Context: an optimization exercise on an open-source flow, tuned for small area, a short achievable clock period and few clock cycles per item. The choices shown serve that exercise and are no tape-out recipe. Where RTL was checked, it was by simulation tests only, not by an equivalence proof against the original. Only the layout flow was run in runs 1 to 3 and 7; the RTL was not checked for function there. Power is estimated from default activity; no workload was simulated.

**run.sh**
```bash
#!/bin/bash
# synth_recipe.tcl (not shown) runs the flow's synth.tcl, then flattens the netlist and writes it again
# the make line also repeats each setting of config.mk as NAME=value (left out here)
make -C /OpenROAD-flow-scripts/flow DESIGN_CONFIG=/design/flow/config.mk WORK_HOME=/design/flow/orfs CLKGATE_MAP_FILE= SYNTH_SCRIPT=/design/flow/synth_recipe.tcl finish
```
**config.mk**
```make
export PLATFORM = sky130hd
export DESIGN_NAME = text_to_integer_any_base_top
export DESIGN_NICKNAME = text_to_integer_any_base_top
export VERILOG_FILES = /design/flow/design.v
export SDC_FILE = /design/flow/constraint.sdc
export NUM_CORES = 4
export LEC_CHECK = 0
export CAP_MARGIN = 20
export CORE_MARGIN = 2
export CORE_UTILIZATION = 70
export CTS_BUF_LIST = sky130_fd_sc_hd__clkbuf_8
export SETUP_SLACK_MARGIN = 3.5
export SLEW_MARGIN = 20
```
**constraint.sdc**
```tcl
create_clock -name core_clock -period 7.0 [get_ports {clk}]
set_input_delay 1.4000 -clock core_clock [delete_from_list [all_inputs] [get_ports {clk}]]
set_output_delay 1.4000 -clock core_clock [all_outputs]
set_load 0.01 [all_outputs]
```
**design.v**
```verilog
`timescale 1ns / 1ps
module tti_cfg (
	input  logic              clk,
	input  logic              arst_n,
	input  logic              cfg_valid,
	output logic              cfg_ready,
	input  logic [1:0]        cfg_index,
	input  logic [63:0]       cfg_data,
	output logic [15:0][7:0]  alpha,
	output logic [4:0]        radix,
	output logic [1:0]        written,
	output logic              cfg_fire
);
	logic [15:0][7:0] alpha_q;
	assign cfg_ready = 1'b1;
	assign cfg_fire  = cfg_valid;
	always_ff @(posedge clk) begin
		if (cfg_valid && (cfg_index == 2'd0))
			for (int k = 0; k < 8; k++) alpha_q[k] <= cfg_data[8*k +: 8];
		if (cfg_valid && (cfg_index == 2'd1))
			for (int k = 0; k < 8; k++) alpha_q[8+k] <= cfg_data[8*k +: 8];
	end
	always_ff @(posedge clk or negedge arst_n) begin
		if (!arst_n) begin
			radix   <= '0;
			written <= '0;
		end else if (cfg_valid) begin
			if (cfg_index == 2'd0) written[0] <= 1'b1;
			if (cfg_index == 2'd1) written[1] <= 1'b1;
			if (cfg_index == 2'd2) radix <= cfg_data[4:0];
		end
	end
	assign alpha = alpha_q;
endmodule
`timescale 1ns / 1ps
module tti_parse (
	input  logic              clk,
	input  logic              arst_n,
	input  logic              chars_valid,
	output logic              chars_ready,
	input  logic [7:0]        chars_ch,
	output logic              result_valid,
	input  logic              result_ready,
	output logic [31:0]       result_value,
	output logic              result_base_ok,
	input  logic [15:0][7:0]  alpha,
	input  logic [4:0]        radix,
	input  logic [1:0]        written,
	input  logic              cfg_fire
);
	localparam logic [1:0] PH_SPACE = 2'd0;
	localparam logic [1:0] PH_SIGN  = 2'd1;
	localparam logic [1:0] PH_DIGIT = 2'd2;
	localparam logic [1:0] PH_STOP  = 2'd3;
	logic       busy_q;      
	logic [3:0] row_q;       
	logic       bad_q;       
	logic       ok_q;        
	logic       c_v;         
	logic       c_row;       
	logic       c_last;      
	logic [7:0] c_ch;
	logic [1:0] ph_q;
	logic       neg_q;
	logic       hd_q;        
	logic       a_v;         
	logic       a_term;      
	logic       a_has;       
	logic [4:0] a_r;         
	logic [3:0] a_d;         
	logic       a_neg;       
	logic       res_q;
	logic        b_fire, a_free, c_free, c_load, c_go;
	logic [15:0] en, match;
	logic [3:0]  idx;
	logic        hit, is_nul, is_space, is_sign, is_minus;
	logic        radix_ok, last_row, row_bad;
	assign radix_ok = (radix >= 5'd2) && (radix <= 5'd16);
	assign last_row = ({1'b0, row_q} + 5'd1 == radix) || (row_q == 4'd15);
	assign b_fire      = a_v && !(a_term && res_q);
	assign a_free      = !a_v || b_fire;
	assign c_free      = !c_v || a_free;
	assign c_go        = c_v && a_free;
	assign chars_ready = c_free && !busy_q;
	assign c_load      = c_free || busy_q;
	always_ff @(posedge clk) begin
		if (c_load) begin
			c_ch <= busy_q ? alpha[row_q] : chars_ch;
		end
	end
	always_comb begin
		for (int k = 0; k < 16; k++) begin
			en[k]    = c_row ? (4'(k) < row_q - 4'd1) : (5'(k) < radix);
			match[k] = en[k] && (alpha[k] == c_ch);
		end
		idx = '0;
		for (int k = 0; k < 16; k++)
			if (match[k]) idx = idx | 4'(k);
	end
	assign hit      = |match;
	assign is_nul   = (c_ch == 8'h00);
	assign is_space = ((c_ch >= 8'h09) && (c_ch <= 8'h0D)) || (c_ch == 8'h20);
	assign is_sign  = (c_ch == 8'h2B) || (c_ch == 8'h2D);
	assign is_minus = (c_ch == 8'h2D);
	assign row_bad  = hit || is_nul || is_space || is_sign;
	always_ff @(posedge clk or negedge arst_n) begin
		if (!arst_n) begin
			busy_q <= 1'b0;
			row_q  <= '0;
			bad_q  <= 1'b0;
			ok_q   <= 1'b0;
			c_v    <= 1'b0;
			c_row  <= 1'b0;
			c_last <= 1'b0;
		end else begin
			if (c_load)
				c_v <= chars_valid && !busy_q;
			c_row  <= busy_q && !cfg_fire;
			c_last <= last_row;
			if (cfg_fire) begin
				busy_q <= 1'b1;
				row_q  <= '0;
				bad_q  <= 1'b0;
				ok_q   <= 1'b0;
			end else begin
				if (busy_q) begin
					row_q <= row_q + 4'd1;
					if (last_row)
						busy_q <= 1'b0;
				end
				if (c_row) begin
					bad_q <= bad_q || row_bad;
					if (c_last)
						ok_q <= !bad_q && !row_bad && radix_ok && written[0] && ((radix <= 5'd8) || written[1]);
				end
			end
		end
	end
	logic       dig_op;
	logic [1:0] ph_n;
	logic       neg_n, hd_n;
	always_comb begin
		dig_op = 1'b0;
		ph_n   = ph_q;
		neg_n  = neg_q;
		hd_n   = hd_q;
		if (is_nul) begin
			ph_n  = PH_SPACE;
			neg_n = 1'b0;
			hd_n  = 1'b0;
		end else if ((ph_q == PH_SPACE) && is_space) begin
		end else if (((ph_q == PH_SPACE) || (ph_q == PH_SIGN)) && is_sign) begin
			ph_n  = PH_SIGN;
			neg_n = neg_q ^ is_minus;
		end else if (ph_q != PH_STOP) begin
			if (hit && ok_q) begin
				dig_op = 1'b1;
				ph_n   = PH_DIGIT;
				hd_n   = 1'b1;
			end else begin
				ph_n = PH_STOP;
			end
		end
	end
	always_ff @(posedge clk or negedge arst_n) begin
		if (!arst_n) begin
			ph_q  <= PH_SPACE;
			neg_q <= 1'b0;
			hd_q  <= 1'b0;
			a_v   <= 1'b0;
		end else begin
			if (c_go) begin
				ph_q  <= ph_n;
				neg_q <= neg_n;
				hd_q  <= hd_n;
			end
			if (a_free)
				a_v <= c_v;
		end
	end
	always_ff @(posedge clk) begin
		if (a_free) begin
			a_term <= is_nul;
			a_has  <= hd_q;
		end
	end
	always_ff @(posedge clk) begin
		a_r   <= !(a_free && c_v && dig_op) ? 5'd1 : ((ph_q == PH_DIGIT) ? radix : 5'd0);
		a_d   <= (a_free && c_v && dig_op) ? idx : 4'd0;
		a_neg <= a_free && c_v && dig_op && neg_q;
	end
	localparam int BLK = 4;
	localparam int NB  = 32 / BLK;
	logic [31:0]   sum_q;
	logic [NB-1:1] cy_q;
	logic [31:0]   p0, p1, p2, p3, tx, cr;
	logic [31:0]   s1a, k1a, s1b, k1b, s2, k2, s3, k3;
	logic [31:0]   sum_n;
	logic [NB-1:1] cy_n;
	logic [31:0]   cy_vec;
	logic [31:0]   out_q;
	assign p0 = sum_q & {32{a_r[0]}};
	assign p1 = {sum_q[30:0] & {31{a_r[1]}}, a_neg};
	assign p2 = {sum_q[29:0], 2'b0} & {32{a_r[2]}};
	assign p3 = ({sum_q[28:0], 3'b0} & {32{a_r[3]}}) | ({sum_q[27:0], 4'b0} & {32{a_r[4]}});
	assign tx = {{28{a_neg}}, a_d ^ {4{a_neg}}};
	always_comb begin
		cr = '0;
		for (int b = 1; b < NB; b++)
			for (int i = 0; i < 5; i++)
				if (BLK * b + i < 32)
					cr[BLK*b+i] = cr[BLK*b+i] | (cy_q[b] & a_r[i]);
	end
	assign s1a = p0 ^ p1 ^ p2;
	assign k1a = {(p0[30:0] & p1[30:0]) | (p0[30:0] & p2[30:0]) | (p1[30:0] & p2[30:0]), 1'b0};
	assign s1b = p3 ^ cr ^ tx;
	assign k1b = {(p3[30:0] & cr[30:0]) | (p3[30:0] & tx[30:0]) | (cr[30:0] & tx[30:0]), 1'b0};
	assign s2  = s1a ^ k1a ^ s1b;
	assign k2  = {(s1a[30:0] & k1a[30:0]) | (s1a[30:0] & s1b[30:0]) | (k1a[30:0] & s1b[30:0]), 1'b0};
	assign s3  = s2 ^ k2 ^ k1b;
	assign k3  = {(s2[30:0] & k2[30:0]) | (s2[30:0] & k1b[30:0]) | (k2[30:0] & k1b[30:0]), 1'b0};
	always_comb begin
		logic [BLK:0] t;
		for (int b = 0; b < NB; b++) begin
			t = {1'b0, s3[BLK*b +: BLK]} + {1'b0, k3[BLK*b +: BLK]};
			sum_n[BLK*b +: BLK] = t[BLK-1:0];
			if (b < NB - 1)
				cy_n[b+1] = t[BLK];
		end
	end
	always_ff @(posedge clk) begin
		sum_q <= sum_n;
		cy_q  <= cy_n;
	end
	always_comb begin
		cy_vec = '0;
		for (int b = 1; b < NB; b++) cy_vec[BLK*b] = cy_q[b];
	end
	always_ff @(posedge clk) begin
		if (a_v && a_term && !res_q)
			out_q <= (sum_q + cy_vec) & {32{a_has}};
	end
	always_ff @(posedge clk or negedge arst_n) begin
		if (!arst_n)
			res_q <= 1'b0;
		else if (a_v && a_term && !res_q)
			res_q <= 1'b1;
		else if (result_ready)
			res_q <= 1'b0;
	end
	assign result_valid   = res_q;
	assign result_value   = out_q;
	assign result_base_ok = ok_q;
endmodule
`timescale 1ns / 1ps
module text_to_integer_any_base_top (
	input  logic                      clk,
	input  logic                      arst_n,
	input  logic                      chars_valid,
	output logic                      chars_ready,
	input  logic [7:0]                chars_ch,
	output logic                      result_valid,
	input  logic                      result_ready,
	output logic signed [31:0]        result_value,
	output logic                      result_base_ok,
	input  logic                      cfg_valid,
	output logic                      cfg_ready,
	input  logic [1:0]                cfg_index,
	input  logic [63:0]               cfg_data
);
	logic [15:0][7:0] alpha;
	logic [4:0]       radix;
	logic [1:0]       written;
	logic             cfg_fire;
	tti_cfg u_cfg (
		.clk       (clk),
		.arst_n    (arst_n),
		.cfg_valid (cfg_valid),
		.cfg_ready (cfg_ready),
		.cfg_index (cfg_index),
		.cfg_data  (cfg_data),
		.alpha     (alpha),
		.radix     (radix),
		.written   (written),
		.cfg_fire  (cfg_fire)
	);
	tti_parse u_parse (
		.clk            (clk),
		.arst_n         (arst_n),
		.chars_valid    (chars_valid),
		.chars_ready    (chars_ready),
		.chars_ch       (chars_ch),
		.result_valid   (result_valid),
		.result_ready   (result_ready),
		.result_value   (result_value),
		.result_base_ok (result_base_ok),
		.alpha          (alpha),
		.radix          (radix),
		.written        (written),
		.cfg_fire       (cfg_fire)
	);
endmodule
```
==> run notes, run 1 <==
Final setup violation count=0; outcome=complete, no violations; dpl cells=1693; max cap viols=0; VDD IR max=0.000289 V; # clock sinks=242; worst slew pin tran=1.10 ns; Ys Warns=2; Peak Freq=296 MHz; Logic pwr share=0.252; CTS clock-pin slew for the worst setup and hold paths=0.06 ns; CP endpoint=chars_ready; Syn Nets=1608; wire per inst=20.9 µm; area delta synth->final=14.1%; Pleak=7.44 nW; total area of sequential cells=6670 µm²; Post-DP Area=17500 µm²; number of synthesized register bits=242; crit-path cells=and3_1 > a21oi_1 > clkdlybuf4s50_1; post-route cell area=18400 µm²; Post-Layout Cell Count=1777; die area=24300 µm²; CP max stage delay=0.58 ns; chip height=156 µm; die width=156 µm; cell taking the most area after synthesis=edfxtp_1; Final Cycle Share=0.482; total grt overflow=0; critical path peak fanout=4; fraction of layout cells with a size suffix above 1=0.109; Setup Skew=0.0211 ns; final net count=1707; top post-synthesis cells by area=edfxtp_1, fa_1, dfxtp_1, xor2_1, mux4_2; Pint=0.00279 W; routed vias/inst=6.06; area of the multi-input gates=8600 µm²; worst-case clock buffer depth=3; initial antenna violation count=0; Tot Pwr=0.00415 W; top layer used by detailed routing=met4; Worst-Skew Late Latency=0.57 ns; Seq pwr share=0.446; Initial DRC Count=778; critical path launch point=u_parse.res_q$_DFFE_PN0P_; ANT cells=0; FFs w/ async S/R, synth=0.0950; sequential area share after synthesis=0.413; filler instances=1260; wire length of the first global-routing pass=59.9 mm; cts hold-fix bufs=0; M1 wire length=13.9 mm; num rows=55; Clock Power Share=0.301; antenna viol nets, final=0; area share of the largest cell type after synthesis=0.316; root buf cell=clkbuf_8; hold_ws=0.475 ns; H-tree levels=2; Net Sw Frac=0.328; worst r2r path cells=13; sw power=0.00136 W; Starting Density=0.713; number of flops mapped to enable cells by yosys=170; power density over the cells=225 nW/µm²; First-pass DRT Iterations=5; Met2 Wirelength=18.5 mm; estimated wirelength of the detail-placed design=26.6 mm; Core Region=22600 µm²; metal3 WL=2.91 mm; average cell area after synthesis=11.9 µm²; CP Capture Type=output pin; DR vias=10800; Netlist Area Pre-Place=16100 µm²; DRC=0; CP required=5.60 ns; CTS buffer count=40; DRT Wirelength=37.2 mm; prevailing post-synth register cell=edfxtp_1; Setup TNS=0 ns; CP max stage cell=clkdlybuf4s50_1; Critical R2R Launch=u_parse.a_r[4]$_SDFF_PN0_; RR Endpoint=u_parse.sum_q[31]$_DFF_P_; RSZ-0062 raised after global routing=true; R2R Setup Slk=3.64 ns; Hold Crit Class=register to register; GPL Wtd Cong=0.950; PortBufs=113; Critical Path AT=1.98 ns; Rel. slew slack=0.270; Final Max Slew Viols=0; Yosys cell types=68; WS Path Type=register to output pin; total track usage=0.322; startpoint class of the critical path=register; CTS tree=done; vias in the first global route=11300; Hold Fails Final Rpt=0; largest net degree at the start of global routing=66; Mapped Cells=1361; clock period minus worst slack=3.38 ns; IO Pins=115
registers in the layout (all words and copies together), names as in the netlist, 2 cells and up:
| name | count |
|---|---|
| u_parse.sum_q | 32 |
| u_parse.out_q | 32 |
| u_parse.ph_q | 2 |
| u_parse.row_q | 4 |
| u_parse.c_ch | 8 |
| u_parse.a_r | 5 |
| u_cfg.alpha_q | 128 |
| u_cfg.radix | 5 |
| u_parse.a_d | 4 |
| u_parse.cy_q | 7 |
| u_cfg.written | 2 |
worst max-delay path, delay by kind of cell (launching register included):
| kind | cells | cell delay [ns] |
|---|---|---|
| flops | 1 | 0.42 |
| simple gates | 1 | 0.25 |
| compound gates | 1 | 0.18 |
| buf+inv | 1 | 0.58 |
metrics by stage:
stage                     worst slack (ns)  utilization
after floorplan                       3.31            -
after global placement                3.01        0.771
after detailed placement              2.94        0.771
after CTS                             3.49        0.808
after global routing                  3.46        0.814
final                                 3.62        0.814
cell type report:
type	instances	area share
Multi-Input combinational cell	880	0.467
Inverter	160	0.0328
Timing Repair inverter	1	0.000407
Clock inverter	33	0.0125
Timing Repair Buffer	135	0.0755
Sequential cell	242	0.362
Tap cell	285	0.0194
Clock buffer	41	0.0306
cells in the mapped netlist, types with 16 or more instances:
cell and instances:
clkbuf_1 50, xnor2_1 78, and2_1 98, mux4_2 40
edfxtp_1 170, ha_1 47, dfrtp_1 23, nand4_1 19
xor2_1 110, nor2_1 26, inv_1 160, nand2_1 82
fa_1 121, dfxtp_1 49, a21oi_1 29, buf_2 18
a22oi_1 22, nand3_1 16, nor4_1 26, o21ai_0 18
how the worst min path moves through the flow:
stage	from	end	slack [ns]	cells after the start
after CTS	u_parse.hd_q$_DFFE_PN0P_	u_parse.a_has$_DFFE_PP_	0.48	0
final	u_parse.hd_q$_DFFE_PN0P_	u_parse.a_has$_DFFE_PP_	0.48	0
after detailed placement	u_cfg.written[0]$_DFFE_PN0P_	u_cfg.written[0]$_DFFE_PN0P_	0.45	1
after floorplan	u_parse.hd_q$_DFFE_PN0P_	u_parse.a_has$_DFFE_PP_	0.43	0
after global placement	u_parse.hd_q$_DFFE_PN0P_	u_parse.a_has$_DFFE_PP_	0.43	0
after global routing	u_parse.hd_q$_DFFE_PN0P_	u_parse.a_has$_DFFE_PP_	0.48	0
per-layer routing:
metal / track usage / up-vias
met4: 0.151 / 0
met1: 0.413 / 5291
met3: 0.0542 / 126
li1: - / 4816
met2: 0.542 / 539
met5: 0 / -
logic make-up after synthesis:
family,Yosys count,share of synthesized area
AOI/OAI and AO/OA,138,0.0596
xor gates and xnor gates,188,0.102
adders and majority gates,168,0.186
buffers and inverters,239,0.0584
DFF,242,0.413
muxes,55,0.0661
other,1,0.000232
and+or+nand+nor,330,0.114
cells in the final DEF, fill, tap and decap left out, types with 5 or more instances in the layout:
cell             instances
fa_1                   113
buf_4                   11
nand4_1                 19
nor3_1                   5
a21o_1                  12
clkbuf_8                41
a21oi_1                 28
edfxtp_1               170
fa_2                     8
dfxtp_1                 48
clkdlybuf4s50_1        112
xnor2_1                 78
xor2_1                 110
a22oi_1                 22
nor2b_1                  8
nor4_1                  25
nor2_1                  25
o21ai_0                 15
mux4_2                  40
a22o_1                  13
inv_1                  174
and2_1                  98
dfrtp_1                 21
clkinv_2                 6
or3_1                    5
o21ai_1                  7
nand2_1                 82
ha_1                    44
nand2b_1                15
nand3_1                 16
mux2_2                  13
power groups by stage:
stage | clock (W) | sequential (W) | combinational, W
finish | 0.00125 | 0.00185 | 0.00105
global route | 0.00132 | 0.00186 | 0.00112
CTS | 0.00127 | 0.00187 | 0.000976
detailed placement | 0 | 0.00190 | 0.000964
global placement | 0 | 0.00190 | 0.000949
floorplan | 0 | 0.00170 | 0.000857
repair_timing:
action | 4_1_cts | 5_1_grt
setup buffers | 4 | 3
hold endpoints to repair | 0 | 0
cloned | 1 | 0
setup endpoints to repair | 32 | 22
pin swaps | 0 | 0
resized for setup | 3 | 15
==> inputs of run 2 (changes only) <==
--- a/config.mk
+++ b/config.mk
@@ -8,5 +8,5 @@
 export CAP_MARGIN = 20
 export CORE_MARGIN = 2
-export CORE_UTILIZATION = 70
+export CORE_UTILIZATION = 60
 export CTS_BUF_LIST = sky130_fd_sc_hd__clkbuf_8
 export SETUP_SLACK_MARGIN = 3.5
==> run notes, run 2 <==
outcome=complete, no violations (unchanged); hold_ws=0.453 ns (was 0.475 ns); final core utilization=0.695 (was 0.814); Setup Skew=0.0167 ns (was 0.0211 ns); Initial DRC Count=616 (was 778); number of flops mapped to enable cells by yosys=170 (unchanged); CP required=7.49 ns (was 5.60 ns); First-pass DRT Iterations=5 (unchanged); Top reg by flops=u_cfg.alpha_q (unchanged); Hold Crit Class=register to register (unchanged); top post-synthesis cells by count=edfxtp_1, inv_1, fa_1, xor2_1, and2_1 (unchanged); wire per inst=20.1 µm (was 20.9 µm); Final setup violation count=0 (unchanged); max FFs per register=128 (unchanged); DRT Wirelength=36.9 mm (was 37.2 mm); total track usage=0.272 (was 0.322); Mapped Cells=1361 (unchanged); DRC=0 (unchanged); RR Endpoint=u_parse.cy_q[3]$_DFF_P_ (was u_parse.sum_q[31]$_DFF_P_); Setup TNS=0 ns (unchanged); worst slew pin tran=1.15 ns (was 1.10 ns); Syn Nets=1608 (unchanged); area share of the largest cell type after synthesis=0.316 (unchanged); IO Pins=115 (unchanged); power density over the cells=228 nW/µm² (was 225 nW/µm²); vias in the first global route=11000 (was 11300); root buf cell=clkbuf_8 (unchanged); antenna viol nets, final=0 (unchanged); estimated wirelength of the detail-placed design=26.4 mm (was 26.6 mm); clock period minus worst slack=3.38 ns (about the same); dpl cells=1746 (was 1693); filler instances=1957 (was 1260); WS Path Type=register to register (was register to output pin); CTS tree=done (unchanged); die width=168 µm (was 156 µm); number of synthesized register bits=242 (unchanged); top-count cell post-synth=edfxtp_1 (unchanged); Starting Density=0.606 (was 0.713); hold path start=u_parse.hd_q$_DFFE_PN0P_ (unchanged); Peak Freq=296 MHz (about the same); PortBufs=113 (unchanged); GPL Wtd Cong=0.921 (was 0.950); worst-case hold path end point=u_parse.a_has$_DFFE_PP_ (unchanged); fraction of layout cells with a size suffix above 1=0.109 (about the same); startpoint class of the critical path=register (unchanged); commonest non-fill, non-tap cell in the layout=edfxtp_1 (was inv_1); Logic pwr share=0.243 (was 0.252); Worst-Skew Late Latency=0.55 ns (was 0.57 ns); routed vias/inst=5.77 (was 6.06); chip height=168 µm (was 156 µm); DR vias=10600 (was 10800); sequential area share after synthesis=0.413 (unchanged); Pint=0.00287 W (was 0.00279 W); WHS Path Cells=0 (unchanged); Final Cycle Share=0.483 (was 0.482); cts hold-fix bufs=0 (unchanged); Ys Warns=2 (unchanged); Rel. slew slack=0.236 (was 0.270); H-tree levels=2 (unchanged); max cap viols=0 (unchanged); area delta synth->final=14.8% (was 14.1%); cell taking the most area after synthesis=edfxtp_1 (unchanged); sw power=0.00135 W (was 0.00136 W); die area=28200 µm² (was 24300 µm²); Clock Power Share=0.314 (was 0.301); Pleak=7.43 nW (was 7.44 nW); num rows=60 (was 55); R2R Setup Slk=3.62 ns (was 3.64 ns); Critical R2R Launch=u_parse.a_r[0]$_SDFF_PN1_ (was u_parse.a_r[4]$_SDFF_PN0_); Hold Fails Final Rpt=0 (unchanged); Netlist Area Pre-Place=16100 µm² (unchanged); Final Max Slew Viols=0 (unchanged); Seq pwr share=0.443 (was 0.446); Place WS=2.99 ns (was 2.94 ns); ANT cells=0 (unchanged); critical path peak fanout=39 (was 4); Core Region=26700 µm² (was 22600 µm²); VDD IR max=0.000272 V (was 0.000289 V); # clock sinks=242 (unchanged); final worst slack=3.62 ns (about the same); biggest regs=u_cfg.alpha_q (128), u_parse.out_q (32), u_parse.sum_q (32) (unchanged); worst-case clock buffer depth=3 (unchanged); worst r2r path cells=13 (unchanged); most frequent cells in the layout=edfxtp_1, inv_1, fa_1 (was inv_1, edfxtp_1, fa_1); Net Sw Frac=0.321 (was 0.328); total grt overflow=0 (unchanged); average cell area after synthesis=11.9 µm² (unchanged); RSZ-0062 raised after global routing=true (unchanged); final net count=1709 (was 1707); prevailing post-synth register cell=edfxtp_1 (unchanged); top post-synthesis cells by area=edfxtp_1, fa_1, dfxtp_1, xor2_1, mux4_2 (unchanged); Critical Path AT=3.87 ns (was 1.98 ns); largest net degree at the start of global routing=66 (unchanged); initial antenna violation count=0 (unchanged); FFs w/ async S/R, synth=0.0950 (unchanged); CTS buffer count=42 (was 40); Yosys cell types=68 (unchanged); CP Capture Type=register (was output pin); CTS clock-pin slew for the worst setup and hold paths=0.06 ns (about the same); Post-Layout Cell Count=1834 (was 1777); wire length of the first global-routing pass=59.3 mm (was 59.9 mm)
[run 2: cell counts after synthesis]
No cell type changed its count.
[run 2: cell type report]
| class | instances | area [µm²] | area share |
|---|---|---|---|
| clock buffer | 45 | 619 | 0.0334 |
| clock inverter | 30 | 236 | 0.0128 |
| inverter | 160 | 604 | 0.0326 |
| multi-input combinational | 880 | 8600 | 0.464 |
| sequential | 242 | 6670 | 0.360 |
| tap | 341 | 427 | 0.0230 |
| timing repair buffer | 135 | 1360 | 0.0735 |
| timing repair inverter | 1 | 7.51 | 0.000405 |
[run 2: worst max-delay path, cell delays in order (launching register included)]
cell	delay [ns]
dfxtp_1	0.32
buf_12	0.17
and2_1	0.19
fa_1	0.54
inv_1	0.06
fa_1	0.55
inv_1	0.06
fa_1	0.55
ha_1	0.18
inv_1	0.06
fa_2	0.35
nor2b_1	0.11
o21ai_0	0.08
nand2b_1	0.07
[run 2: logic make-up after synthesis]
family / Yosys count / share of synthesized area
AO/OA/AOI/OAI: 138 / 0.0596
XOR/XNOR: 188 / 0.102
adder cells (fa/ha/maj): 168 / 0.186
buffers and inverters: 239 / 0.0584
flip-flops: 242 / 0.413
multiplexers: 55 / 0.0661
other: 1 / 0.000232
AND/OR/NAND/NOR: 330 / 0.114
[run 2: timing repair]
item	in CTS	in global routing
buffers inserted	5	4
resized for setup	4	12
gates cloned	1	0
endpoints found under the hold margin	0	0
setup endpoints to repair	28	26
[run 2: metal layers]
layer	GRT usage	share of wire
met5	0	0
met4	0.107	0.040
met3	0.0369	0.053
met2	0.466	0.50
met1	0.354	0.41
[run 2: stage by stage]
| step | area [µm²] | total power [W] |
|---|---|---|
| CTS | 18400 | 0.00422 |
| detailed placement | 17500 | 0.00288 |
| floorplan | 16200 | 0.00256 |
| global route | 18500 | 0.00440 |
| global placement | 17500 | 0.00287 |
| finish | 18500 | 0.00422 |
[run 2: how the worst max path moves through the flow]
stage | from | cells past startpoint | to
after CTS | u_parse.a_r[0]$_SDFF_PN1_ | 13 | u_parse.sum_q[31]$_DFF_P_
final | u_parse.a_r[0]$_SDFF_PN1_ | 13 | u_parse.cy_q[3]$_DFF_P_
after floorplan | u_parse.a_neg$_DFF_P_ | 13 | u_parse.sum_q[31]$_DFF_P_
after global placement | u_parse.a_neg$_DFF_P_ | 12 | u_parse.sum_q[31]$_DFF_P_
after global routing | u_parse.a_r[2]$_SDFF_PN0_ | 13 | u_parse.sum_q[31]$_DFF_P_
after detailed placement | u_parse.a_neg$_DFF_P_ | 12 | u_parse.sum_q[31]$_DFF_P_
[run 2: power groups by stage]
stage | Sequential (W) | Clock, W | Combinational [W]
after floorplan | 0.00170 | 0 | 0.000857
after global placement | 0.00194 | 0 | 0.000935
after detailed placement | 0.00194 | 0 | 0.000936
after global routing | 0.00188 | 0.00142 | 0.00109
final | 0.00187 | 0.00133 | 0.00102
after CTS | 0.00191 | 0.00136 | 0.000943
==> inputs of run 3 (changes only) <==
--- a/design.v
+++ b/design.v
@@ -60,4 +60,5 @@
 	logic       c_row;       
 	logic       c_last;      
+	logic [3:0] c_s;         
 	logic [7:0] c_ch;
 	logic [1:0] ph_q;
@@ -87,9 +88,10 @@
 		if (c_load) begin
 			c_ch <= busy_q ? alpha[row_q] : chars_ch;
+			c_s  <= row_q;
 		end
 	end
 	always_comb begin
 		for (int k = 0; k < 16; k++) begin
-			en[k]    = c_row ? (4'(k) < row_q - 4'd1) : (5'(k) < radix);
+			en[k]    = c_row ? (4'(k) < c_s) : (5'(k) < radix);
 			match[k] = en[k] && (alpha[k] == c_ch);
 		end
==> run notes, run 3 <==
routed vias/inst=5.86 (was 5.77); antenna viol nets, final=0 (unchanged); total grt overflow=0 (unchanged); wire length of the first global-routing pass=59.3 mm (about the same); worst slew pin tran=1.12 ns (was 1.15 ns); worst-case clock buffer depth=3 (unchanged); number of flops mapped to enable cells by yosys=174 (was 170); Place WS=2.85 ns (was 2.99 ns); Setup Skew=0.0134 ns (was 0.0167 ns); area delta synth->final=13.9% (was 14.8%); First-pass DRT Iterations=5 (unchanged); wire per inst=20.6 µm (was 20.1 µm); average cell area after synthesis=11.8 µm² (was 11.9 µm²); max cap viols=0 (unchanged); Core Region=26700 µm² (unchanged); top post-synthesis cells by count=edfxtp_1, nand2_1, xor2_1, inv_1, fa_1 (was edfxtp_1, inv_1, fa_1, xor2_1, and2_1); Rel. slew slack=0.254 (was 0.236); commonest non-fill, non-tap cell in the layout=edfxtp_1 (unchanged); Yosys cell types=74 (was 68); CTS buffer count=41 (was 42); Netlist Area Pre-Place=16100 µm² (about the same); delay-heaviest family, CP=flip-flops (was adder cells); crit-path cells=a21oi_1 > clkdlybuf4s50_1 (was buf_12 > and2_1 > fa_1 > inv_1 > fa_1 > inv_1 > fa_1 > ha_1 > inv_1 > fa_2 > nor2b_1 > o21ai_0 > nand2b_1); final worst slack=3.56 ns (was 3.62 ns); die width=168 µm (about the same); top post-synthesis cells by area=edfxtp_1, fa_1, xor2_1, dfxtp_1, dfrtp_1 (was edfxtp_1, fa_1, dfxtp_1, xor2_1, mux4_2); CTS clock-pin slew for the worst setup and hold paths=0.06 ns (about the same); FFs w/ async S/R, synth=0.0935 (was 0.0950); CP max stage delay=0.67 ns (was 0.55 ns); critical path peak fanout=15 (was 39); biggest regs=u_cfg.alpha_q (128), u_parse.out_q (32), u_parse.sum_q (32) (unchanged); Initial DRC Count=621 (was 616); ANT cells=0 (unchanged); num rows=60 (unchanged); Final Cycle Share=0.491 (was 0.483); DR vias=10700 (was 10600); VDD IR max=0.000196 V (was 0.000272 V); sum of buffers and inverters on the critical path=1 (was 4); area share of the largest cell type after synthesis=0.324 (was 0.316); prevailing post-synth register cell=edfxtp_1 (unchanged); Hold Fails Final Rpt=0 (unchanged); number of synthesized register bits=246 (was 242); top-count cell post-synth=edfxtp_1 (unchanged); RSZ-0062 raised after global routing=false (was true); Top reg by flops=u_cfg.alpha_q (unchanged); fraction of layout cells with a size suffix above 1=0.112 (was 0.109); critical path launch point=u_parse.busy_q$_DFF_PN0_ (was u_parse.a_r[0]$_SDFF_PN1_); sequential area share after synthesis=0.420 (was 0.413); CTS tree=done (unchanged); Worst-Skew Late Latency=0.55 ns (about the same); CP Capture Type=output pin (was register); root buf cell=clkbuf_8 (unchanged); Critical Path AT=2.04 ns (was 3.87 ns); die area=28200 µm² (about the same); CP max stage cell=dfrtp_1 (was fa_1); H-tree levels=2 (unchanged); cell taking the most area after synthesis=edfxtp_1 (unchanged); # clock sinks=246 (was 242); clock period minus worst slack=3.44 ns (was 3.38 ns); Final setup violation count=0 (unchanged); Pleak=7.20 nW (was 7.43 nW); Syn Nets=1613 (was 1608); Setup TNS=0 ns (unchanged); vias in the first global route=10900 (was 11000); Hold Crit Class=register to register (unchanged); GPL Wtd Cong=0.899 (was 0.921); CP required=5.60 ns (was 7.49 ns); final net count=1708 (was 1709); Post-Layout Cell Count=1829 (was 1834); hold path start=u_parse.hd_q$_DFFE_PN0P_ (unchanged); chip height=168 µm (about the same); largest net degree at the start of global routing=66 (unchanged); startpoint class of the critical path=register (unchanged); DRT Wirelength=37.6 mm (was 36.9 mm); most frequent cells in the layout=edfxtp_1, nand2_1, xor2_1 (was edfxtp_1, inv_1, fa_1); max FFs per register=128 (unchanged); IO Pins=115 (unchanged); PortBufs=113 (unchanged); outcome=complete, no violations (unchanged); estimated wirelength of the detail-placed design=26.7 mm (was 26.4 mm); Final Max Slew Viols=0 (unchanged); WS Path Type=register to output pin (was register to register); DRC=0 (unchanged); power density over the cells=224 nW/µm² (was 228 nW/µm²); Ys Warns=2 (unchanged); initial antenna violation count=0 (unchanged); Critical R2R Launch=u_parse.a_neg$_DFF_P_ (was u_parse.a_r[0]$_SDFF_PN1_); dpl cells=1748 (was 1746); Peak Freq=291 MHz (was 296 MHz); total track usage=0.270 (was 0.272); Mapped Cells=1369 (was 1361); Starting Density=0.605 (was 0.606)
==> run 3: changes by cell type after synthesis, moves of 13 or more <==
cell      before  now
xor2_1       110  140
a22oi_1       22   39
mux2i_1        2   36
nand3_1       16   29
mux4_2        40   16
nor2_1        26   43
inv_1        160  123
nand2_1       82  140
and2_1        98   17
o221ai_1       3   17
xnor2_1       78   36
==> run 3: worst paths after layout <==
check | to | slack (ns) | cells after the start
max reg2reg | u_parse.cy_q[3]$_DFF_P_ | 3.68 | 10
max in group asynchronous | u_parse.row_q[0]$_DFFE_PN0P_ | 5.77 | 1
max | chars_ready | 3.56 | 2
min reg2reg | u_parse.a_has$_DFFE_PP_ | 0.46 | 0
min | u_parse.a_has$_DFFE_PP_ | 0.46 | 0
min in group asynchronous | u_parse.res_q$_DFFE_PN0P_ | 0.84 | 1
==> run 3: cell type report <==
cell class              count  area [µm²]
repair inverters            1        7.51
clock buffers              44         606
fillers                  2004        8270
inverters                 125         473
repair buffers            137        1440
well taps                 341         427
multi-input cells         912        8460
flip-flops and latches    246        6790
clock inverters            23         173
==> run 3: cell families after synthesis <==
logic type / count (synthesis) / share of synthesized area
buf+inv: 211 / 0.0606
xor+xnor: 182 / 0.102
simple gates: 336 / 0.105
compound gates: 163 / 0.0735
mux: 65 / 0.0537
flops: 246 / 0.420
other cells: 1 / 0.000232
fa+ha+maj: 165 / 0.184
==> run 3: per-stage QoR <==
| stage | instance area (µm²) | total power, W | utilization | hold slack [ns] |
|---|---|---|---|---|
| after floorplan | 16200 | 0.00266 | - | 0.425 |
| after global placement | 17300 | 0.00286 | 0.651 | 0.437 |
| after detailed placement | 17400 | 0.00288 | 0.651 | 0.444 |
| after CTS | 18200 | 0.00413 | 0.683 | 0.459 |
| after global routing | 18400 | 0.00428 | 0.690 | 0.486 |
| final | 18400 | 0.00411 | 0.690 | 0.461 |
==> run 3: where the power goes <==
part | total (W) | internal [W] | switching [W]
Clock | 0.00125 | 0.000684 | 0.000561
Combinational | 0.000922 | 0.000443 | 0.000479
Sequential | 0.00195 | 0.00166 | 0.000285
==> run 3: routing by layer <==
metal	track usage	wire length (µm)	share of wire	up-vias
met5	0	0	0	-
met3	0.0423	2490	0.066	66
met4	0.0870	1050	0.028	0
li1	-	-	-	4915
met2	0.473	19100	0.51	418
met1	0.346	14900	0.40	5317
==> run 3: repair_timing <==
action                     CTS  global route
gates cloned                 1             3
setup endpoints to repair   29            14
hold buffers                 0             0
gates resized for setup      2            22
buffers inserted             4             6
==> inputs of run 4 (changes only) <==
--- a/design.v
+++ b/design.v
@@ -73,4 +73,5 @@
 	logic       res_q;
 	logic        b_fire, a_free, c_free, c_load, c_go;
+	logic        rdy_q;
 	logic [15:0] en, match;
 	logic [3:0]  idx;
@@ -83,5 +84,5 @@
 	assign c_free      = !c_v || a_free;
 	assign c_go        = c_v && a_free;
-	assign chars_ready = c_free && !busy_q;
+	assign chars_ready = rdy_q;
 	assign c_load      = c_free || busy_q;
 	always_ff @(posedge clk) begin
@@ -251,4 +252,16 @@
 			res_q <= 1'b0;
 	end
+	logic busy_d, c_v_d, a_v_d, a_term_d, res_d;
+	assign busy_d   = cfg_fire || (busy_q && !last_row);
+	assign c_v_d    = c_load ? (chars_valid && !busy_q) : c_v;
+	assign a_v_d    = a_free ? c_v : a_v;
+	assign a_term_d = a_free ? is_nul : a_term;
+	assign res_d    = (a_v && a_term && !res_q) || (res_q && !result_ready);
+	always_ff @(posedge clk or negedge arst_n) begin
+		if (!arst_n)
+			rdy_q <= 1'b1;
+		else
+			rdy_q <= !busy_d && !(c_v_d && a_v_d && a_term_d && res_d);
+	end
 	assign result_valid   = res_q;
 	assign result_value   = out_q;
==> run notes, run 4 <==
outcome=complete, no violations (unchanged); Syn Nets=1611 (was 1613); Hold Fails Final Rpt=0 (unchanged); average cell area after synthesis=11.8 µm² (about the same); Yosys cell types=74 (unchanged); most frequent cells in the layout=edfxtp_1, nand2_1, inv_1 (was edfxtp_1, nand2_1, xor2_1); hold_ws=0.458 ns (was 0.461 ns); area of the multi-input gates=8480 µm² (was 8460 µm²); Setup TNS=0 ns (unchanged); most used cell along the critical path=fa_1; ANT cells=0 (unchanged); H-tree levels=2 (unchanged); post-route cell area=18300 µm² (was 18400 µm²); startpoint class of the critical path=register (unchanged); Final setup violation count=0 (unchanged); Pleak=7.23 nW (was 7.20 nW); sequential area share after synthesis=0.421 (was 0.420); fraction of layout cells with a size suffix above 1=0.108 (was 0.112); RR Endpoint=u_parse.sum_q[31]$_DFF_P_ (was u_parse.cy_q[3]$_DFF_P_); top post-synthesis cells by area=edfxtp_1, fa_1, xor2_1, dfxtp_1, dfrtp_1 (unchanged); Rel. slew slack=0.256 (was 0.254); cell taking the most area after synthesis=edfxtp_1 (unchanged); Top reg by flops=u_cfg.alpha_q (unchanged); WHS Path Cells=0 (unchanged); First-pass DRT Iterations=7 (was 5); FFs w/ async S/R, synth=0.0972 (was 0.0935); met1 Usage GRT=0.343 (was 0.346); crit-path cells=buf_8 > and2_1 > fa_1 > inv_1 > fa_1 > inv_1 > fa_1 > ha_1 > a21o_1 > a21oi_2 > xnor2_1 > xnor2_1 (was a21oi_1 > clkdlybuf4s50_1); Final Cycle Share=0.477 (was 0.491); DRT Wirelength=36.2 mm (was 37.6 mm); worst r2r path cells=12 (was 10); CTS buffer count=44 (was 41); Post-DP Area=17400 µm² (about the same); die area=28200 µm² (about the same); top-count cell post-synth=edfxtp_1 (unchanged); CP max stage delay=0.57 ns (was 0.67 ns); largest net degree at the start of global routing=66 (unchanged); GPL Wtd Cong=0.918 (was 0.899); Setup Skew=0.0191 ns (was 0.0134 ns); # clock sinks=247 (was 246); initial antenna violation count=0 (unchanged); Mapped Cells=1367 (was 1369); total area of sequential cells=6800 µm² (was 6790 µm²); filler instances=2005 (was 2004); vias in the first global route=10900 (about the same); num rows=60 (unchanged); prevailing post-synth register cell=edfxtp_1 (unchanged); top post-synthesis cells by count=edfxtp_1, nand2_1, xor2_1, fa_1, inv_1 (was edfxtp_1, nand2_1, xor2_1, inv_1, fa_1); chip height=168 µm (about the same); RSZ-0062 raised after global routing=false (unchanged); area delta synth->final=13.5% (was 13.9%); Ys Warns=2 (unchanged); max FFs per register=128 (unchanged); cts hold-fix bufs=0 (unchanged); wire length of the first global-routing pass=58.2 mm (was 59.3 mm); GRT met2 Usage=0.458 (was 0.473); Final Max Slew Viols=0 (unchanged); worst-case hold path end point=u_parse.a_has$_DFFE_PN_ (was u_parse.a_has$_DFFE_PP_); IO Pins=115 (unchanged); power density over the cells=230 nW/µm² (was 224 nW/µm²); biggest regs=u_cfg.alpha_q (128), u_parse.out_q (32), u_parse.sum_q (32) (unchanged); critical path peak fanout=39 (was 15); CP max stage cell=fa_1 (was dfrtp_1); final worst slack=3.66 ns (was 3.56 ns); area share of the largest cell type after synthesis=0.322 (was 0.324); CP required=7.49 ns (was 5.60 ns); worst-case clock buffer depth=3 (unchanged); Netlist Area Pre-Place=16100 µm² (about the same); Hold Crit Class=register to register (unchanged); R2R Setup Slk=3.66 ns (was 3.68 ns); Critical Path AT=3.83 ns (was 2.04 ns); total grt overflow=0 (unchanged); CP Capture Type=register (was output pin); CTS clock-pin slew for the worst setup and hold paths=0.06 ns (about the same); hold path start=u_parse.hd_q$_DFFE_PN0P_ (unchanged); die width=168 µm (about the same); DR vias=10600 (was 10700); Initial DRC Count=638 (was 621); root buf cell=clkbuf_8 (unchanged); PortBufs=113 (unchanged); Core Region=26700 µm² (unchanged); WS Path Type=register to register (was register to output pin); worst slew pin tran=1.12 ns (about the same); number of synthesized register bits=247 (was 246); estimated wirelength of the detail-placed design=26.1 mm (was 26.7 mm); final net count=1699 (was 1708); Critical R2R Launch=u_parse.a_r[0]$_SDFF_PN1_ (was u_parse.a_neg$_DFF_P_); GR peak layer=met2 (unchanged); routed vias/inst=5.81 (was 5.86); Peak Freq=300 MHz (was 291 MHz); commonest non-fill, non-tap cell in the layout=edfxtp_1 (unchanged); number of flops mapped to enable cells by yosys=173 (was 174); VDD IR max=0.000234 V (was 0.000196 V); DRC=0 (unchanged); wire per inst=19.8 µm (was 20.6 µm); CTS tree=done (unchanged); antenna viol nets, final=0 (unchanged); Place WS=2.91 ns (was 2.85 ns); total track usage=0.265 (was 0.270); clock period minus worst slack=3.34 ns (was 3.44 ns); Starting Density=0.606 (was 0.605); met3 Resource Use GR=0.0339 (was 0.0423); max cap viols=0 (unchanged); Worst-Skew Late Latency=0.57 ns (was 0.55 ns)
[run 4: cell count changes in the layout (fill, tap and decap cells not counted), sizes merged, moves of 6 or more]
cell | before | now
and2 | 17 | 42
nor2 | 43 | 19
xnor2 | 36 | 55
xor2 | 145 | 128
a21oi | 36 | 23
o21ai | 13 | 23
a21o | 20 | 14
buf | 22 | 16
nor3 | 16 | 10
[run 4: logic make-up (layout without fill, tap and decap cells)]
family          count (synthesis)  count (layout)  share of synthesized area
flops                         247             247                      0.421
compound gates                161             161                     0.0699
simple gates                  337             337                      0.112
buf+inv                       208             329                     0.0584
other cells                     1               1                   0.000232
xor+xnor                      184             184                      0.102
mux                            64              64                     0.0531
fa+ha+maj                     165             165                      0.184
[run 4: power breakdown]
| group | total (W) | internal (W) | switching [W] |
|---|---|---|---|
| registers | 0.00195 | 0.00167 | 0.000283 |
| logic | 0.000941 | 0.000458 | 0.000483 |
| clock network | 0.00132 | 0.000706 | 0.000613 |
[run 4: layer usage]
| layer | routed length (µm) | up-vias | share of wire |
|---|---|---|---|
| met1 | 14500 | 5231 | 0.40 |
| li1 | - | 4891 | - |
| met2 | 18200 | 412 | 0.50 |
| met5 | 0 | - | 0 |
| met3 | 2000 | 95 | 0.055 |
| met4 | 1490 | 0 | 0.041 |
[run 4: worst max-delay path: cells and delay by family (launching register included)]
family / cells / cell delay (ns)
AOI/OAI and AO/OA: 2 / 0.32
DFF: 1 / 0.31
buffers and inverters: 3 / 0.30
and+or+nand+nor: 1 / 0.19
adders and majority gates: 4 / 1.88
xor gates and xnor gates: 2 / 0.27
[run 4: area by class of cell]
| cell class | count | area share |
|---|---|---|
| repair buffers | 128 | 0.0703 |
| multi-input cells | 912 | 0.463 |
| inverters | 121 | 0.0250 |
| clock buffers | 51 | 0.0383 |
| flip-flops and latches | 247 | 0.371 |
| clock inverters | 28 | 0.00867 |
| well taps | 341 | 0.0233 |
| repair inverters | 1 | 0.000410 |
[run 4: repair_timing]
item                                    4_1_cts  5_1_grt
buffers inserted                              4        0
endpoints found under the setup margin       28       14
gates cloned                                  1        0
pin swaps                                     0        0
gates resized for setup                       1        8
[run 4: how the worst max path moves through the flow]
stage,from,end,slack (ns),cells past startpoint
after detailed placement,u_parse.a_neg$_DFF_P_,u_parse.sum_q[31]$_DFF_P_,2.91,12
final,u_parse.a_r[0]$_SDFF_PN1_,u_parse.sum_q[31]$_DFF_P_,3.66,12
after floorplan,u_parse.a_neg$_DFF_P_,u_parse.sum_q[31]$_DFF_P_,3.32,13
after global routing,u_parse.a_r[0]$_SDFF_PN1_,u_parse.sum_q[31]$_DFF_P_,3.50,12
after global placement,u_parse.a_neg$_DFF_P_,u_parse.sum_q[31]$_DFF_P_,2.99,12
after CTS,u_parse.a_r[0]$_SDFF_PN1_,u_parse.cy_q[7]$_DFF_P_,3.53,10
[run 4: per-stage QoR]
stage | power [W] | cells | utilization
final | 0.00421 | 1829 | 0.688
after detailed placement | 0.00289 | 1743 | 0.652
after CTS | 0.00422 | 1827 | 0.686
after global routing | 0.00440 | 1829 | 0.688
after floorplan | 0.00267 | 1367 | -
after global placement | 0.00288 | 1743 | 0.652
Testbench counts of run 4, summed over its fixed seeds: cycles 18,101, chars 17,357.
==> inputs of run 5 (changes only) <==
==> flow/run.sh (new file) <==
#!/bin/bash
# The standard layout (standard.sh, unchanged synthesis and steps), except
# that the input and output ports are buffered with the smallest buffer.
set -o pipefail
export BUFFER_PORTS_ARGS="-buffer_cell sky130_fd_sc_hd__buf_1"
bash standard.sh > standard.log 2>&1
==> standard.sh (new file) <==
#!/bin/bash
# synth_recipe.tcl (not shown) runs the flow's synth.tcl, then flattens the netlist and writes it again
# the make line also repeats each setting of config.mk as NAME=value (left out here)
make -C /OpenROAD-flow-scripts/flow DESIGN_CONFIG=/design/flow/config.mk WORK_HOME=/design/flow/orfs CLKGATE_MAP_FILE= SYNTH_SCRIPT=/design/flow/synth_recipe.tcl "${@:-finish}"
--- a/config.mk
+++ b/config.mk
@@ -10,4 +10,4 @@
 export CORE_UTILIZATION = 60
 export CTS_BUF_LIST = sky130_fd_sc_hd__clkbuf_8
-export SETUP_SLACK_MARGIN = 3.5
+export SETUP_SLACK_MARGIN = 4.0
 export SLEW_MARGIN = 20
removed: run.sh
==> run notes, run 5 <==
outcome=complete, no violations (unchanged); CP Capture Type=register (unchanged); GR peak layer=met2 (unchanged); Ys Warns=2 (unchanged); Hold Crit Class=register to register (unchanged); met1 Usage GRT=0.350 (was 0.343); Core Region=26700 µm² (unchanged); chip height=168 µm (unchanged); Initial DRC Count=770 (was 638); sw power=0.00142 W (was 0.00138 W); number of synthesized register bits=247 (unchanged); DR vias=11100 (was 10600); Setup Skew=0.0404 ns (was 0.0191 ns); Final Cycle Share=0.477 (about the same); DRC=0 (unchanged); Netlist Area Pre-Place=16100 µm² (unchanged); FFs w/ async S/R, synth=0.0972 (unchanged); VDD IR max=0.000245 V (was 0.000234 V); vias in the first global route=11500 (was 10900); WHS Path Cells=0 (unchanged); num rows=60 (unchanged); Hold Fails Final Rpt=0 (unchanged); max FFs per register=128 (unchanged); # clock sinks=247 (unchanged); WS Path Type=register to register (unchanged); Starting Density=0.606 (unchanged); dpl cells=1745 (was 1743); largest net degree at the start of global routing=66 (unchanged); Logic pwr share=0.258 (was 0.224); Worst-Skew Late Latency=0.59 ns (was 0.57 ns); Seq pwr share=0.428 (was 0.463); Critical Path AT=3.79 ns (was 3.83 ns); IO Pins=115 (unchanged); top post-synthesis cells by area=edfxtp_1, fa_1, xor2_1, dfxtp_1, dfrtp_1 (unchanged); met3 Resource Use GR=0.0484 (was 0.0339); commonest non-fill, non-tap cell in the layout=edfxtp_1 (unchanged); Final Max Slew Viols=0 (unchanged); power density over the cells=232 nW/µm² (was 230 nW/µm²); Critical R2R Launch=u_parse.a_r[0]$_SDFF_PN1_ (unchanged); CTS tree=done (unchanged); filler instances=1936 (was 2005); total grt overflow=0 (unchanged); top post-synthesis cells by count=edfxtp_1, nand2_1, xor2_1, fa_1, inv_1 (unchanged); Clock Power Share=0.314 (was 0.313); Syn Nets=1611 (unchanged); root buf cell=clkbuf_8 (unchanged); Peak Freq=300 MHz (about the same); worst r2r path cells=10 (was 12); Net Sw Frac=0.328 (was 0.327); GRT met2 Usage=0.497 (was 0.458); critical path peak fanout=6 (was 39); die width=168 µm (unchanged); cts hold-fix bufs=0 (unchanged); Final setup violation count=0 (unchanged); fraction of layout cells with a size suffix above 1=0.185 (was 0.108); wire length of the first global-routing pass=61.7 mm (was 58.2 mm); Yosys cell types=74 (unchanged); First-pass DRT Iterations=5 (was 7); Rel. slew slack=0.369 (was 0.256); area share of the largest cell type after synthesis=0.322 (unchanged); ANT cells=0 (unchanged); initial antenna violation count=0 (unchanged); hold path start=u_parse.hd_q$_DFFE_PN0P_ (unchanged); worst-case clock buffer depth=3 (unchanged); area delta synth->final=15.7% (was 13.5%); max cap viols=0 (unchanged); CP required=7.45 ns (was 7.49 ns); clock period minus worst slack=3.34 ns (about the same); die area=28200 µm² (unchanged); estimated wirelength of the detail-placed design=26.2 mm (was 26.1 mm); sequential area share after synthesis=0.421 (unchanged); Pint=0.00291 W (was 0.00283 W); average cell area after synthesis=11.8 µm² (unchanged); biggest regs=u_cfg.alpha_q (128), u_parse.out_q (32), u_parse.sum_q (32) (unchanged); cell taking the most area after synthesis=edfxtp_1 (unchanged); total track usage=0.283 (was 0.265); startpoint class of the critical path=register (unchanged); DRT Wirelength=40.0 mm (was 36.2 mm); wire per inst=21.3 µm (was 19.8 µm); GPL Wtd Cong=0.874 (was 0.918); hold_ws=0.457 ns (was 0.458 ns); CTS clock-pin slew for the worst setup and hold paths=0.06 ns (about the same); Setup TNS=0 ns (unchanged); Top reg by flops=u_cfg.alpha_q (unchanged); Post-Layout Cell Count=1884 (was 1829); routed vias/inst=5.88 (was 5.81); top-count cell post-synth=edfxtp_1 (unchanged); most frequent cells in the layout=edfxtp_1, nand2_1, xor2_1 (was edfxtp_1, nand2_1, inv_1); prevailing post-synth register cell=edfxtp_1 (unchanged); CTS buffer count=43 (was 44); Mapped Cells=1367 (unchanged); final net count=1752 (was 1699); antenna viol nets, final=0 (unchanged); Pleak=7.31 nW (was 7.23 nW); number of flops mapped to enable cells by yosys=173 (unchanged); worst slew pin tran=0.947 ns (was 1.12 ns); critical path launch point=u_parse.a_r[0]$_SDFF_PN1_ (unchanged); RSZ-0062 raised after global routing=true (was false); PortBufs=113 (unchanged); H-tree levels=2 (unchanged)
-- run 5: final timing paths --
check                                            end  slack, ns
setup / recovery             u_parse.cy_q[5]$_DFF_P_       3.66
hold / removal               u_parse.a_has$_DFFE_PN_       0.46
setup reg to reg             u_parse.cy_q[5]$_DFF_P_       3.66
hold reg to reg              u_parse.a_has$_DFFE_PN_       0.46
max in group asynchronous    u_parse.rdy_q$_DFF_PN1_       5.91
min in group asynchronous  u_parse.bad_q$_DFFE_PN0P_       0.79
-- run 5: cell families (layout without fill, tap and decap cells) --
logic type	after synthesis	after routing	share of synthesized area
adder cells (fa/ha/maj)	165	165	0.184
flip-flops	247	247	0.421
buffers and inverters	208	384	0.0584
AND/OR/NAND/NOR	337	337	0.112
XOR/XNOR	184	184	0.102
AO/OA/AOI/OAI	161	161	0.0699
multiplexers	64	64	0.0531
other	1	1	0.000232
-- run 5: repair_timing --
action / in CTS / in global routing
gates resized for setup: 53 / 54
buffers inserted: 21 / 24
pin swaps: 24 / 51
cloned: 9 / 5
setup endpoints to repair: 94 / 45
-- run 5: stage by stage --
step	setup WS [ns]	utilization	total power [W]	cell area (µm²)
4_1_cts	3.71	0.682	0.00427	18200
3_3_place_gp	3.01	0.626	0.00286	16700
3_5_place_dp	2.92	0.626	0.00286	16700
2_1_floorplan	3.35	-	0.00267	16200
5_1_grt	3.60	0.701	0.00452	18700
6_report	3.66	0.701	0.00433	18700
-- run 5: metal layers --
layer / routed length [µm] / share of wire
met1: 15100 / 0.38
met4: 1890 / 0.047
met2: 20500 / 0.51
met3: 2590 / 0.065
met5: 0 / 0
-- run 5: area by class of cell --
cell class | count | area (µm²) | share of cell area
repair inverters | 1 | 7.51 | 0.000402
well taps | 341 | 427 | 0.0228
inverters | 121 | 458 | 0.0245
clock inverters | 33 | 238 | 0.0127
clock buffers | 47 | 647 | 0.0346
repair buffers | 182 | 1350 | 0.0721
multi-input cells | 912 | 8720 | 0.467
flip-flops and latches | 247 | 6840 | 0.366
-- run 5: critical path, stage by stage, from the launching register on --
cell and delay (ns):
dfxtp_4 0.45, clkbuf_16 0.18, nand2_1 0.11, fa_1 0.51, fa_1 0.53, inv_1 0.06, fa_1 0.48, ha_4 0.20
fa_2 0.38, a21o_1 0.18, a21o_1 0.17
-- run 5: power groups by stage --
stage	registers, W	clock network [W]	logic, W
after floorplan	0.00175	0	0.000929
after global placement	0.00199	0	0.000868
after detailed placement	0.00199	0	0.000874
after CTS	0.00191	0.00139	0.000975
after global routing	0.00187	0.00146	0.00120
final	0.00186	0.00136	0.00112
==> inputs of run 6 (changes only) <==
--- a/config.mk
+++ b/config.mk
@@ -10,4 +10,4 @@
 export CORE_UTILIZATION = 60
 export CTS_BUF_LIST = sky130_fd_sc_hd__clkbuf_8
-export SETUP_SLACK_MARGIN = 4.0
+export SETUP_SLACK_MARGIN = 3.5
 export SLEW_MARGIN = 20
==> run notes, run 6 <==
H-tree levels=2 (unchanged); Final Max Slew Viols=0 (unchanged); Worst-Skew Late Latency=0.54 ns (was 0.59 ns); Starting Density=0.606 (unchanged); Place WS=2.94 ns (was 2.92 ns); root buf cell=clkbuf_8 (unchanged); top post-synthesis cells by count=edfxtp_1, nand2_1, xor2_1, fa_1, inv_1 (unchanged); DRC=0 (unchanged); Net Sw Frac=0.332 (was 0.328); largest net degree at the start of global routing=66 (unchanged); num rows=60 (unchanged); wire length of the first global-routing pass=58.7 mm (was 61.7 mm); sw power=0.00135 W (was 0.00142 W); initial antenna violation count=0 (unchanged); worst r2r path cells=10 (unchanged); Yosys cell types=74 (unchanged); Setup TNS=0 ns (unchanged); DR vias=10500 (was 11100); biggest regs=u_cfg.alpha_q (128), u_parse.out_q (32), u_parse.sum_q (32) (unchanged); fraction of layout cells with a size suffix above 1=0.102 (was 0.185); RSZ-0062 raised after global routing=true (unchanged); Netlist Area Pre-Place=16100 µm² (unchanged); R2R Setup Slk=3.63 ns (was 3.66 ns); startpoint class of the critical path=register (unchanged); most frequent cells in the layout=edfxtp_1, nand2_1, inv_1 (was edfxtp_1, nand2_1, xor2_1); GPL Wtd Cong=0.888 (was 0.874); VDD IR max=0.000270 V (was 0.000245 V); Clock Power Share=0.295 (was 0.314); max cap viols=0 (unchanged); CTS tree=done (unchanged); Setup Skew=0.0131 ns (was 0.0404 ns); Final setup violation count=0 (unchanged); CP endpoint=u_parse.cy_q[5]$_DFF_P_ (unchanged); Peak Freq=297 MHz (was 300 MHz); chip height=168 µm (unchanged); Hold Fails Final Rpt=0 (unchanged); FFs w/ async S/R, synth=0.0972 (unchanged); PortBufs=113 (unchanged); die width=168 µm (unchanged); clock period minus worst slack=3.37 ns (was 3.34 ns); sequential area share after synthesis=0.421 (unchanged); IO Pins=115 (unchanged); RR Endpoint=u_parse.cy_q[5]$_DFF_P_ (unchanged); worst slew pin tran=1.14 ns (was 0.947 ns); CTS buffer count=42 (was 43); CP required=7.42 ns (was 7.45 ns); antenna viol nets, final=0 (unchanged); vias in the first global route=10900 (was 11500); DRT Wirelength=36.3 mm (was 40.0 mm); CP Capture Type=register (unchanged); ANT cells=0 (unchanged); Hold Crit Class=register to register (unchanged); Syn Nets=1611 (unchanged); Critical Path AT=3.79 ns (about the same); CTS clock-pin slew for the worst setup and hold paths=0.06 ns (about the same); total track usage=0.268 (was 0.283); die area=28200 µm² (unchanged); First-pass DRT Iterations=5 (unchanged); final worst slack=3.63 ns (was 3.66 ns); cts hold-fix bufs=0 (unchanged); Pleak=6.86 nW (was 7.31 nW); Logic pwr share=0.224 (was 0.258); area share of the largest cell type after synthesis=0.322 (unchanged); prevailing post-synth register cell=edfxtp_1 (unchanged); final core utilization=0.658 (was 0.701); number of synthesized register bits=247 (unchanged); commonest non-fill, non-tap cell in the layout=edfxtp_1 (unchanged); Top reg by flops=u_cfg.alpha_q (unchanged); Seq pwr share=0.480 (was 0.428); Initial DRC Count=548 (was 770); average cell area after synthesis=11.8 µm² (unchanged); Ys Warns=2 (unchanged); estimated wirelength of the detail-placed design=26.0 mm (was 26.2 mm); # clock sinks=247 (unchanged); Critical R2R Launch=u_parse.a_r[0]$_SDFF_PN1_ (unchanged); total grt overflow=0 (unchanged); cell taking the most area after synthesis=edfxtp_1 (unchanged); top-count cell post-synth=edfxtp_1 (unchanged); Mapped Cells=1367 (unchanged); number of flops mapped to enable cells by yosys=173 (unchanged); critical path launch point=u_parse.a_r[0]$_SDFF_PN1_ (unchanged); Rel. slew slack=0.242 (was 0.369); wire per inst=19.9 µm (was 21.3 µm); area delta synth->final=8.59% (was 15.7%); routed vias/inst=5.76 (was 5.88); Final Cycle Share=0.481 (was 0.477); Pint=0.00272 W (was 0.00291 W); final net count=1698 (was 1752); outcome=complete, no violations (unchanged); top post-synthesis cells by area=edfxtp_1, fa_1, xor2_1, dfxtp_1, dfrtp_1 (unchanged); max FFs per register=128 (unchanged); power density over the cells=232 nW/µm² (about the same); critical path peak fanout=39 (was 6); Core Region=26700 µm² (unchanged); WS Path Type=register to register (unchanged); worst-case clock buffer depth=3 (unchanged)
[run 6: kinds of logic after synthesis]
family | after synthesis | share of synthesized area
XOR/XNOR | 184 | 0.102
other | 1 | 0.000232
AND/OR/NAND/NOR | 337 | 0.112
AO/OA/AOI/OAI | 161 | 0.0699
multiplexers | 64 | 0.0531
flip-flops | 247 | 0.421
buffers and inverters | 208 | 0.0584
adder cells (fa/ha/maj) | 165 | 0.184
[run 6: per-stage QoR]
stage          total power, W  cells  hold slack [ns]  cell area (µm²)
2_1_floorplan         0.00267   1367            0.419            16200
3_3_place_gp          0.00286   1743            0.434            16700
3_5_place_dp          0.00286   1743            0.433            16700
4_1_cts               0.00407   1825            0.446            17500
5_1_grt               0.00425   1827            0.449            17500
6_report              0.00407   1827            0.445            17500
[run 6: worst max-delay path: stages (launching register included)]
cell and delay, ns:
dfxtp_1 0.34, buf_8 0.27, nand2_1 0.12, fa_1 0.55
fa_1 0.56, inv_1 0.05, fa_1 0.44, ha_2 0.22
fa_2 0.37, a21o_1 0.16, a21o_1 0.16
[run 6: power by group through the flow]
| stage | registers [W] | clock network, W | logic (W) |
|---|---|---|---|
| finish | 0.00195 | 0.00120 | 0.000912 |
| CTS | 0.00198 | 0.00123 | 0.000858 |
| global route | 0.00197 | 0.00129 | 0.000986 |
| floorplan | 0.00175 | 0 | 0.000929 |
| global placement | 0.00201 | 0 | 0.000847 |
| detailed placement | 0.00201 | 0 | 0.000851 |
[run 6: worst min-delay path by stage]
stage	from	to	slack, ns	cells past startpoint
2_1_floorplan	u_parse.hd_q$_DFFE_PN0P_	u_parse.a_has$_DFFE_PN_	0.42	0
3_3_place_gp	u_parse.hd_q$_DFFE_PN0P_	u_parse.a_has$_DFFE_PN_	0.43	0
3_5_place_dp	u_parse.hd_q$_DFFE_PN0P_	u_parse.a_has$_DFFE_PN_	0.43	0
4_1_cts	u_parse.hd_q$_DFFE_PN0P_	u_parse.a_has$_DFFE_PN_	0.45	0
5_1_grt	u_parse.hd_q$_DFFE_PN0P_	u_parse.a_has$_DFFE_PN_	0.45	0
6_report	u_parse.hd_q$_DFFE_PN0P_	u_parse.a_has$_DFFE_PN_	0.44	0
[run 6: repair_timing]
item	in CTS	in global routing
cloned	1	0
pin swaps	0	0
resized for setup	3	5
buffers inserted	5	0
hold endpoints to repair	0	0
setup endpoints to repair	28	9
[run 6: final cells by class]
cell class	count	area (µm²)
clock inverters	32	159
well taps	341	427
inverters	121	458
repair inverters	1	7.51
fillers	2082	9120
flip-flops and latches	247	6800
clock buffers	44	606
repair buffers	129	591
multi-input cells	912	8480
[run 6: layer usage]
layer,part of all wire,track usage,vias up
met5,0,0,-
met4,0.038,0.102,0
met3,0.052,0.0381,92
met2,0.50,0.458,349
met1,0.41,0.350,5206
li1,-,-,4883
==> inputs of run 7 (changes only) <==
--- a/design.v
+++ b/design.v
@@ -224,10 +224,18 @@
 	assign k3  = {(s2[30:0] & k2[30:0]) | (s2[30:0] & k1b[30:0]) | (k2[30:0] & k1b[30:0]), 1'b0};
 	always_comb begin
-		logic [BLK:0] t;
+		logic [3:0] g, p;
+		logic       g_lo, g_hi, p_hi;
 		for (int b = 0; b < NB; b++) begin
-			t = {1'b0, s3[BLK*b +: BLK]} + {1'b0, k3[BLK*b +: BLK]};
-			sum_n[BLK*b +: BLK] = t[BLK-1:0];
+			g    = s3[4*b +: 4] & k3[4*b +: 4];
+			p    = s3[4*b +: 4] ^ k3[4*b +: 4];
+			g_lo = g[1] | (p[1] & g[0]);
+			g_hi = g[3] | (p[3] & g[2]);
+			p_hi = p[3] & p[2];
+			sum_n[4*b]   = p[0];
+			sum_n[4*b+1] = p[1] ^ g[0];
+			sum_n[4*b+2] = p[2] ^ g_lo;
+			sum_n[4*b+3] = p[3] ^ (g[2] | (p[2] & g_lo));
 			if (b < NB - 1)
-				cy_n[b+1] = t[BLK];
+				cy_n[b+1] = g_hi | (p_hi & g_lo);
 		end
 	end
==> run notes, run 7 <==
post-route cell area=18200 µm² (was 17500 µm²); Hold Fails Final Rpt=0 (unchanged); Final Cycle Share=0.546 (was 0.481); antenna viol nets, final=0 (unchanged); Setup TNS=0 ns (unchanged); DRC=0 (unchanged); vias in the first global route=11200 (was 10900); area delta synth->final=13.7% (was 8.59%); RSZ-0062 raised after global routing=true (unchanged); die width=167 µm (was 168 µm); total grt overflow=0 (unchanged); H-tree levels=2 (unchanged); CP Capture Type=register (unchanged); startpoint class of the critical path=register (unchanged); Rel. slew slack=0.258 (was 0.242); CP max stage cell=fa_1 (unchanged); cell taking the most area after synthesis=edfxtp_1 (unchanged); GPL Wtd Cong=0.944 (was 0.888); sequential area share after synthesis=0.424 (was 0.421); crit-path cells=buf_12 > a22oi_2 > fa_1 > inv_1 > fa_1 > inv_1 > fa_1 > inv_1 > ha_2 > fa_2 > fa_2 > xor2_2 > xnor2_2 > xnor2_1 > xnor2_1 (was buf_8 > nand2_1 > fa_1 > fa_1 > inv_1 > fa_1 > ha_2 > fa_2 > a21o_1 > a21o_1); max cap viols=0 (unchanged); top post-synthesis cells by count=edfxtp_1, nand2_1, xor2_1, fa_1, inv_1 (unchanged); outcome=complete, no violations (unchanged); Worst-Skew Late Latency=0.58 ns (was 0.54 ns); First-pass DRT Iterations=16 (was 5); Tot Pwr=0.00414 W (was 0.00407 W); cts hold-fix bufs=0 (unchanged); Netlist Area Pre-Place=16000 µm² (was 16100 µm²); number of flops mapped to enable cells by yosys=173 (unchanged); worst slew pin tran=1.11 ns (was 1.14 ns); Pleak=6.80 nW (was 6.86 nW); wire length of the first global-routing pass=61.9 mm (was 58.7 mm); final net count=1671 (was 1698); PortBufs=113 (unchanged); Critical Path AT=4.28 ns (was 3.79 ns); wire per inst=21.9 µm (was 19.9 µm); estimated wirelength of the detail-placed design=26.5 mm (was 26.0 mm); VDD IR max=0.000228 V (was 0.000270 V); biggest regs=u_cfg.alpha_q (128), u_parse.out_q (32), u_parse.sum_q (32) (unchanged); power density over the cells=227 nW/µm² (was 232 nW/µm²); DR vias=10600 (was 10500); Final Max Slew Viols=0 (unchanged); root buf cell=clkbuf_8 (unchanged); prevailing post-synth register cell=edfxtp_1 (unchanged); WS Path Type=register to register (unchanged); routed vias/inst=5.90 (was 5.76); chip height=167 µm (was 168 µm); CTS buffer count=42 (unchanged); max FFs per register=128 (unchanged)
run 7: changes by cell type after synthesis, sizes merged, moves of 13 or more:
| cell | previous run | this run |
|---|---|---|
| nor2 | 19 | 45 |
| mux2i | 35 | 4 |
| xnor2 | 55 | 42 |
| o221ai | 17 | 0 |
| mux4 | 16 | 40 |
| and2 | 42 | 16 |
run 7: path summary, 6_finish.rpt:
path,from,to,slack [ns],cells after the start
setup reg to reg,u_parse.a_r[3]$_SDFF_PN0_,u_parse.sum_q[31]$_DFF_P_,3.18,15
setup / recovery,u_parse.a_r[3]$_SDFF_PN0_,u_parse.sum_q[31]$_DFF_P_,3.18,15
hold / removal,u_parse.hd_q$_DFFE_PN0P_,u_parse.a_has$_DFFE_PN_,0.45,0
max in group asynchronous,arst_n,u_parse.rdy_q$_DFF_PN1_,5.92,2
hold reg to reg,u_parse.hd_q$_DFFE_PN0P_,u_parse.a_has$_DFFE_PN_,0.45,0
min in group asynchronous,arst_n,u_parse.res_q$_DFFE_PN0P_,0.79,2
run 7: stage by stage:
stage / utilization / instances
6_report: 0.697 / 1798
5_1_grt: 0.697 / 1797
4_1_cts: 0.692 / 1794
3_5_place_dp: 0.634 / 1679
3_3_place_gp: 0.634 / 1679
2_1_floorplan: - / 1299
run 7: timing repair:
item                       CTS  global route
pin swaps                   47            16
gates cloned                 9             0
setup buffers               28             2
resized for setup           80            26
setup endpoints to repair   34            18
run 7: final cells by class:
class	instances	area, µm²
multi-input cells	854	8510
fillers	1907	7910
flip-flops and latches	247	6840
repair buffers	167	1160
clock buffers	45	619
inverters	115	443
well taps	335	419
clock inverters	33	219
repair inverters	1	7.51
diodes	1	2.50
run 7: worst max-delay path: cells and delay by family (launching register included):
family	cells	cell delay [ns]
adders and majority gates	6	2.39
xor gates and xnor gates	4	0.62
DFF	1	0.35
buffers and inverters	4	0.28
AOI/OAI and AO/OA	1	0.08
run 7: where the power goes:
| group | switching [W] | total, W | internal (W) |
|---|---|---|---|
| sequential | 0.000268 | 0.00193 | 0.00166 |
| combinational | 0.000467 | 0.000906 | 0.000438 |
| clock | 0.000599 | 0.00131 | 0.000708 |
| total | 0.00134 | 0.00414 | 0.00280 |
run 7: per-layer routing:
metal	part of all wire	GRT usage	up-vias
met5	0	0	-
met4	0.056	0.157	0
met3	0.060	0.0423	116
met2	0.51	0.503	448
li1	-	-	4761
met1	0.38	0.356	5290
run 7: logic make-up after synthesis:
| kind of cell | count (synthesis) | synth area share |
|---|---|---|
| flops | 247 | 0.424 |
| buf+inv | 198 | 0.0593 |
| fa+ha+maj | 164 | 0.188 |
| compound gates | 122 | 0.0561 |
| xor+xnor | 177 | 0.0967 |
| other cells | 1 | 0.000234 |
| mux | 57 | 0.0718 |
| simple gates | 333 | 0.104 |
